This design comes from an exercise in tuning for small area and a short achievable clock period on the open sky130 flow, not from production work.
The RTL was checked by simulation tests, not by an equivalence proof against the original design.
Power and IR drop assume default switching activity.

==> flow/run.sh <==
#!/bin/bash
# synth_recipe.tcl (not shown) runs the flow's synth.tcl, then flattens the netlist and writes it again
# the make line also repeats each setting of config.mk as NAME=value (left out here)
make -C /OpenROAD-flow-scripts/flow DESIGN_CONFIG=/design/flow/config.mk WORK_HOME=/design/flow/orfs CLKGATE_MAP_FILE= SYNTH_SCRIPT=/design/flow/synth_recipe.tcl finish
==> flow/config.mk <==
export PLATFORM = sky130hd
export DESIGN_NAME = awb_gain_est
export DESIGN_NICKNAME = awb_gain_est
export VERILOG_FILES = /design/flow/design.v
export SDC_FILE = /design/flow/constraint.sdc
export NUM_CORES = 4
export LEC_CHECK = 0
export CAP_MARGIN = 20
export CORE_MARGIN = 2
export CORE_UTILIZATION = 40
export SLEW_MARGIN = 20
==> flow/constraint.sdc <==
create_clock -name core_clock -period 13.0 [get_ports {clk}]
set_input_delay 2.6000 -clock core_clock [delete_from_list [all_inputs] [get_ports {clk}]]
set_output_delay 2.6000 -clock core_clock [all_outputs]
set_load 0.01 [all_outputs]
==> flow/design.v <==
module awb_gain_est #(
    parameter int ACC_W = 24,
    parameter int CNT_W = 16
) (
    input  logic            clk,
    input  logic            rst,
    input  logic            pix_valid_i,
    input  logic [1:0]      pix_color_i,
    input  logic [7:0]      pix_value_i,
    input  logic            pix_last_i,
    output logic [15:0]     K_R,
    output logic [15:0]     K_G,
    output logic [15:0]     K_B,
    output logic            valid_gain_o,
    output logic            busy_o,
    output logic            overrun_o
);
    localparam int PW = ACC_W + CNT_W;   
    localparam int DW = PW + 16;         
    typedef enum logic [1:0] {ACCUM, DIV_R, DIV_B, UPDATE} state_t;
    state_t            state_reg, state_next;
    logic [3:0]        iter_reg;
    logic              close_w;
    logic [ACC_W-1:0]  sum_fin [3];
    logic [CNT_W-1:0]  cnt_fin [3];
    assign close_w = pix_valid_i & pix_last_i;
    assign K_G     = 16'h0100;
    for (genvar gi = 0; gi < 3; gi++) begin : g_chan
        logic             hit;
        logic [ACC_W-1:0] sum_reg;
        logic [CNT_W-1:0] cnt_reg;
        assign hit         = pix_valid_i && (pix_color_i == 2'(gi));
        assign sum_fin[gi] = sum_reg + (hit ? ACC_W'(pix_value_i) : '0);
        assign cnt_fin[gi] = cnt_reg + (hit ? CNT_W'(1) : '0);
        always_ff @(posedge clk or posedge rst) begin
            if (rst) begin
                sum_reg <= '0;
                cnt_reg <= '0;
            end else if (close_w) begin
                sum_reg <= '0;
                cnt_reg <= '0;
            end else begin
                sum_reg <= sum_fin[gi];
                cnt_reg <= cnt_fin[gi];
            end
        end
    end
    logic [PW-1:0] n_r_w, d_r_w, n_b_w, d_b_w;
    assign n_r_w = PW'(sum_fin[1]) * PW'(cnt_fin[0]);
    assign d_r_w = PW'(sum_fin[0]) * PW'(cnt_fin[1]);
    assign n_b_w = PW'(sum_fin[1]) * PW'(cnt_fin[2]);
    assign d_b_w = PW'(sum_fin[2]) * PW'(cnt_fin[1]);
    logic [PW-1:0] n_b_reg, d_b_reg;
    logic [DW-1:0] rem_reg, dsh_reg;
    logic [15:0]   q_reg, q_r_reg, q_b_reg;
    logic          ovf_reg, dz_reg;
    logic          div_load;
    logic [PW-1:0] ld_n, ld_d;
    logic          ld_ovf, ld_dz;
    assign div_load = ((state_reg == ACCUM) && close_w) ||
                      ((state_reg == DIV_R) && (iter_reg == 4'd15));
    assign ld_n     = (state_reg == ACCUM) ? n_r_w : n_b_reg;
    assign ld_d     = (state_reg == ACCUM) ? d_r_w : d_b_reg;
    assign ld_ovf   = ({8'd0, ld_n} >= {ld_d, 8'd0});
    assign ld_dz    = (ld_d == '0);
    logic          ge_w;
    logic [DW-1:0] rem_step;
    logic [15:0]   q_step;
    assign ge_w     = (rem_reg >= dsh_reg);
    assign rem_step = ge_w ? (rem_reg - dsh_reg) : rem_reg;
    assign q_step   = {q_reg[14:0], ge_w};
    function automatic logic [15:0] finish_q(input logic [15:0] q,
                                             input logic ovf, input logic dz);
        logic [15:0] r;
        if (dz)
            r = 16'h0100;
        else if (ovf || (q > 16'h0FFF))
            r = 16'h0FFF;
        else
            r = q;
        finish_q = r;
    endfunction
    always_comb begin
        state_next = state_reg;
        busy_o     = (state_reg != ACCUM);
        case (state_reg)
            ACCUM:   if (close_w) state_next = DIV_R;
            DIV_R:   if (iter_reg == 4'd15) state_next = DIV_B;
            DIV_B:   if (iter_reg == 4'd15) state_next = UPDATE;
            UPDATE:  state_next = ACCUM;
            default: state_next = ACCUM;
        endcase
    end
    always_ff @(posedge clk or posedge rst) begin
        if (rst)
            state_reg <= ACCUM;
        else
            state_reg <= state_next;
    end
    always_ff @(posedge clk or posedge rst) begin
        if (rst) begin
            iter_reg     <= '0;
            n_b_reg      <= '0;
            d_b_reg      <= '0;
            rem_reg      <= '0;
            dsh_reg      <= '0;
            q_reg        <= '0;
            ovf_reg      <= 1'b0;
            dz_reg       <= 1'b0;
            q_r_reg      <= '0;
            q_b_reg      <= '0;
            K_R          <= 16'h0100;
            K_B          <= 16'h0100;
            valid_gain_o <= 1'b0;
            overrun_o    <= 1'b0;
        end else begin
            if (close_w && (state_reg != ACCUM))
                overrun_o <= 1'b1;
            if ((state_reg == ACCUM) && close_w) begin
                n_b_reg <= n_b_w;
                d_b_reg <= d_b_w;
            end
            if (div_load) begin
                rem_reg  <= DW'(ld_n) << 8;
                dsh_reg  <= DW'(ld_d) << 15;
                q_reg    <= '0;
                ovf_reg  <= ld_ovf;
                dz_reg   <= ld_dz;
                iter_reg <= '0;
            end else if ((state_reg == DIV_R) || (state_reg == DIV_B)) begin
                rem_reg  <= rem_step;
                dsh_reg  <= dsh_reg >> 1;
                q_reg    <= q_step;
                iter_reg <= iter_reg + 4'd1;
            end
            if ((state_reg == DIV_R) && (iter_reg == 4'd15))
                q_r_reg <= finish_q(q_step, ovf_reg, dz_reg);
            if ((state_reg == DIV_B) && (iter_reg == 4'd15))
                q_b_reg <= finish_q(q_step, ovf_reg, dz_reg);
            if (state_reg == UPDATE) begin
                K_R          <= q_r_reg;
                K_B          <= q_b_reg;
                valid_gain_o <= 1'b1;
            end
        end
    end
endmodule
==> impl_metrics.json <==
{
  "min_path_cells": 1,
  "netlist_instances": 8133,
  "reg2reg_from": "g_chan[1].sum_reg[1]",
  "routed_wirelength_mm": 216.3,
  "grt_first_pass_wirelength_mm": 341.3,
  "cap_violations": 0,
  "crit_arrival_ns": 13.02,
  "grt_usage_pct": 24.23,
  "slew_violations": 0,
  "clockBufferDepth": 3,
  "ys_ff_latch": 400,
  "clk_pin_slew_ns": 0.06,
  "cp-start-kind": "input pin",
  "rows": 154,
  "final_cell_mix": "1430 x inv_1, 1295 x nand2_1, 1228 x fa_1",
  "fin_nets": 10405,
  "crit_required_ns": 13.53,
  "power.density_mw_per_mm2": 88.97,
  "p_clk_share_pct": 23.0,
  "cp_slowest_cell": "fa_1",
  "drc_errors": 0,
  "yosysUniqueCellTypes": 100,
  "grt_overflow": 0,
  "drtIter0Drc": 3449,
  "combPwrFrac_pct": 53.7,
  "final.setup_skew_ns": 0.08838,
  "ys_warn_count": 3,
  "numCtsBuffers": 53,
  "finalCritPeriodShare_pct": 96.04,
  "design_area_mm2": 0.08113,
  "p_leak_nw": 39.48,
  "max_slew_margin_pct": 22.06,
  "synth-async-reset-ratio_pct": 100.0,
  "largest_register_ffs": 72,
  "insertion_delay_ns": 0.73,
  "vias_per_cell": 5.179,
  "cts_sinks": 400,
  "status": "no timing/DRC/antenna violations",
  "setup.worst_path.end_class": "flip-flop",
  "grt_pass1_vias": 60611,
  "p_sw_share_pct": 44.24,
  "cp_max_fo": 6,
  "power.internal_mw": 4.025,
  "rsz0062_at_grt": "false",
  "cp-startpoint": "pix_color_i[0]",
  "synth_edf_count": 0,
  "critical_path_class": "input pin to flip-flop",
  "syn_area_per_cell_um2": 8.751,
  "final_util_pct": 45.97,
  "wl_per_cell_um": 19.70,
  "grt_max_degree": 74,
  "dp_slack_ns": -0.3734,
  "start_util_pct": 40.32,
  "max_freq_mhz": 80.10,
  "seqPwrFrac_pct": 23.2,
  "p_switching_mw": 3.193,
  "port_buffers": 48,
  "hold_viol": 0,
  "fin_ws_ns": 0.5150,
  "tns_ns": 0,
  "crit_top_cell": "fa_1",
  "die-area_mm2": 0.1813,
  "antenna_found_initial": 11,
  "period_needed_ns": 12.49,
  "place_congestion": 0.9455,
  "dr.pass1.iters": 6,
  "setup_viol": 0,
  "areaGrowthSynthToFinish_pct": 13.99,
  "ios": 65,
  "reg2reg_depth": 45,
  "yosys_most_used_dff": "dfrtp_1",
  "drive_gt1_share_pct": 11.84,
  "hp-class": "flip-flop to flip-flop",
  "cts-root-buf": "clkbuf_16",
  "ir_drop_uv": 181.7,
  "htree_levels": 2,
  "dp_hpwl_mm": 177.8,
  "min_from": "valid_gain_o",
  "die_w_um": 425.8,
  "ys_seq_area_share_pct": 14.07,
  "dr_total_vias": 56870,
  "final_common_cell": "inv_1",
  "slowest_delay_ns": 0.58,
  "core_area_mm2": 0.1765,
  "cts_tree": "yes",
  "die_y_um": 425.8,
  "tightest_slew_ns": 1.137,
  "synthesis.area_mm2": 0.07117,
  "ant_nets": 0,
  "placed_cell_area_mm2": 0.07904
}
worst paths after layout:
check                                        end  slack [ns]
max                                      ovf_reg        0.51
min                                 valid_gain_o        0.47
max reg2reg                              ovf_reg        3.14
min reg2reg                         valid_gain_o        0.47
max in group asynchronous            q_r_reg[15]        8.59
min in group asynchronous  g_chan[0].sum_reg[22]        2.33
stage by stage:
stage	instances	hold slack [ns]	power, mW
2_1_floorplan	8147	0.4422	4.543
3_3_place_gp	10873	0.4526	5.469
3_5_place_dp	10873	0.4586	5.546
4_1_cts	10973	0.4754	7.249
5_1_grt	10978	0.4801	7.773
6_report	10980	0.4667	7.218
layer usage:
metal  GRT usage, %  vias up  wire, um
met4          8.787        6      9121
met1          31.03    28745     89320
met5              0        -        26
li1               -    26054         -
met2          39.99     1666    101700
met3          5.596      399     16100
synthesized netlist by cell type (68+ instances only):
cell type | count | area [um^2]
fa_1 | 1228 | 24580
dfrtp_1 | 398 | 9960
mux2_2 | 68 | 765.7
a21o_1 | 147 | 1104
nor2_1 | 730 | 2740
and2_1 | 181 | 1132
nand2_1 | 1297 | 4868
o21ai_0 | 189 | 945.9
a21oi_1 | 291 | 1456
inv_1 | 1431 | 5371
ha_1 | 570 | 7132
xor2_1 | 132 | 1156
nand3_1 | 72 | 360.4
xnor2_1 | 232 | 2032
nor2b_1 | 75 | 469.2
clkbuf_1 | 308 | 1156
cell families (layout without fill, tap and decap cells):
family | Yosys count | in the layout | share of synthesized area (%)
buffers and inverters | 1816 | 2307 | 9.764
other | 2 | 18 | 0.01055
multiplexers | 134 | 134 | 2.004
adder cells (fa/ha/maj) | 1798 | 1798 | 44.56
flip-flops | 400 | 400 | 14.07
XOR/XNOR | 366 | 366 | 4.525
AND/OR/NAND/NOR | 2610 | 2610 | 15.76
AO/OA/AOI/OAI | 1007 | 1007 | 9.307
power groups by stage:
stage | Sequential, mW | Clock [mW] | Combinational, mW
2_1_floorplan | 1.65 | 0 | 2.89
3_3_place_gp | 1.69 | 0 | 3.78
3_5_place_dp | 1.70 | 0 | 3.85
4_1_cts | 1.68 | 1.70 | 3.87
5_1_grt | 1.71 | 1.75 | 4.31
6_report | 1.68 | 1.66 | 3.88
cell type report:
type	count	area [um^2]
timing repair buffer	774	6045
inverter	1433	5383
multi-input combinational	5931	54850
fill	17392	95370
antenna	2	5.005
clock buffer	76	1493
tap	2340	2928
sequential	400	10010
clock inverter	24	417.9
worst max-delay path, delay by kind of cell:
kind	cells	cell delay [ns]
adder cells (fa/ha/maj)	10	4.21
AO/OA/AOI/OAI	16	2.87
buffers and inverters	11	1.64
AND/OR/NAND/NOR	11	1.51
XOR/XNOR	1	0.14
what timing repair did:
item | in CTS | in global routing
gates resized for setup | 0 | 36
setup endpoints to repair | 0 | 2
setup buffers | 0 | 5
hold buffers | 0 | 0

## re-timing with driven ports
The results above use ideal ports. As a check the final layout listed here was re-extracted and re-timed, cells and wires unchanged. Step 1 assumes that a clkbuf_16 drives the clock port and a buf_2 every other input. Step 2 moves the port delays by t, midway between the first and last clock arrival at a register: inputs arrive t later, outputs are due t later. That takes back most of the time a late clock gives input paths. Three values: no drivers, after step 1, after step 2; two values: the first two.
t (ns): 0.754
setup WS [ns]: 0.515 / 0.561 / -0.193
latest minus earliest clock arrival (ns): 0.091 / 0.090
Met with ideal ports but missed after step 2: setup timing in this run. For this run, drivers alone change the setup slack by +0.046 ns; drivers and shift together by -0.708 ns.
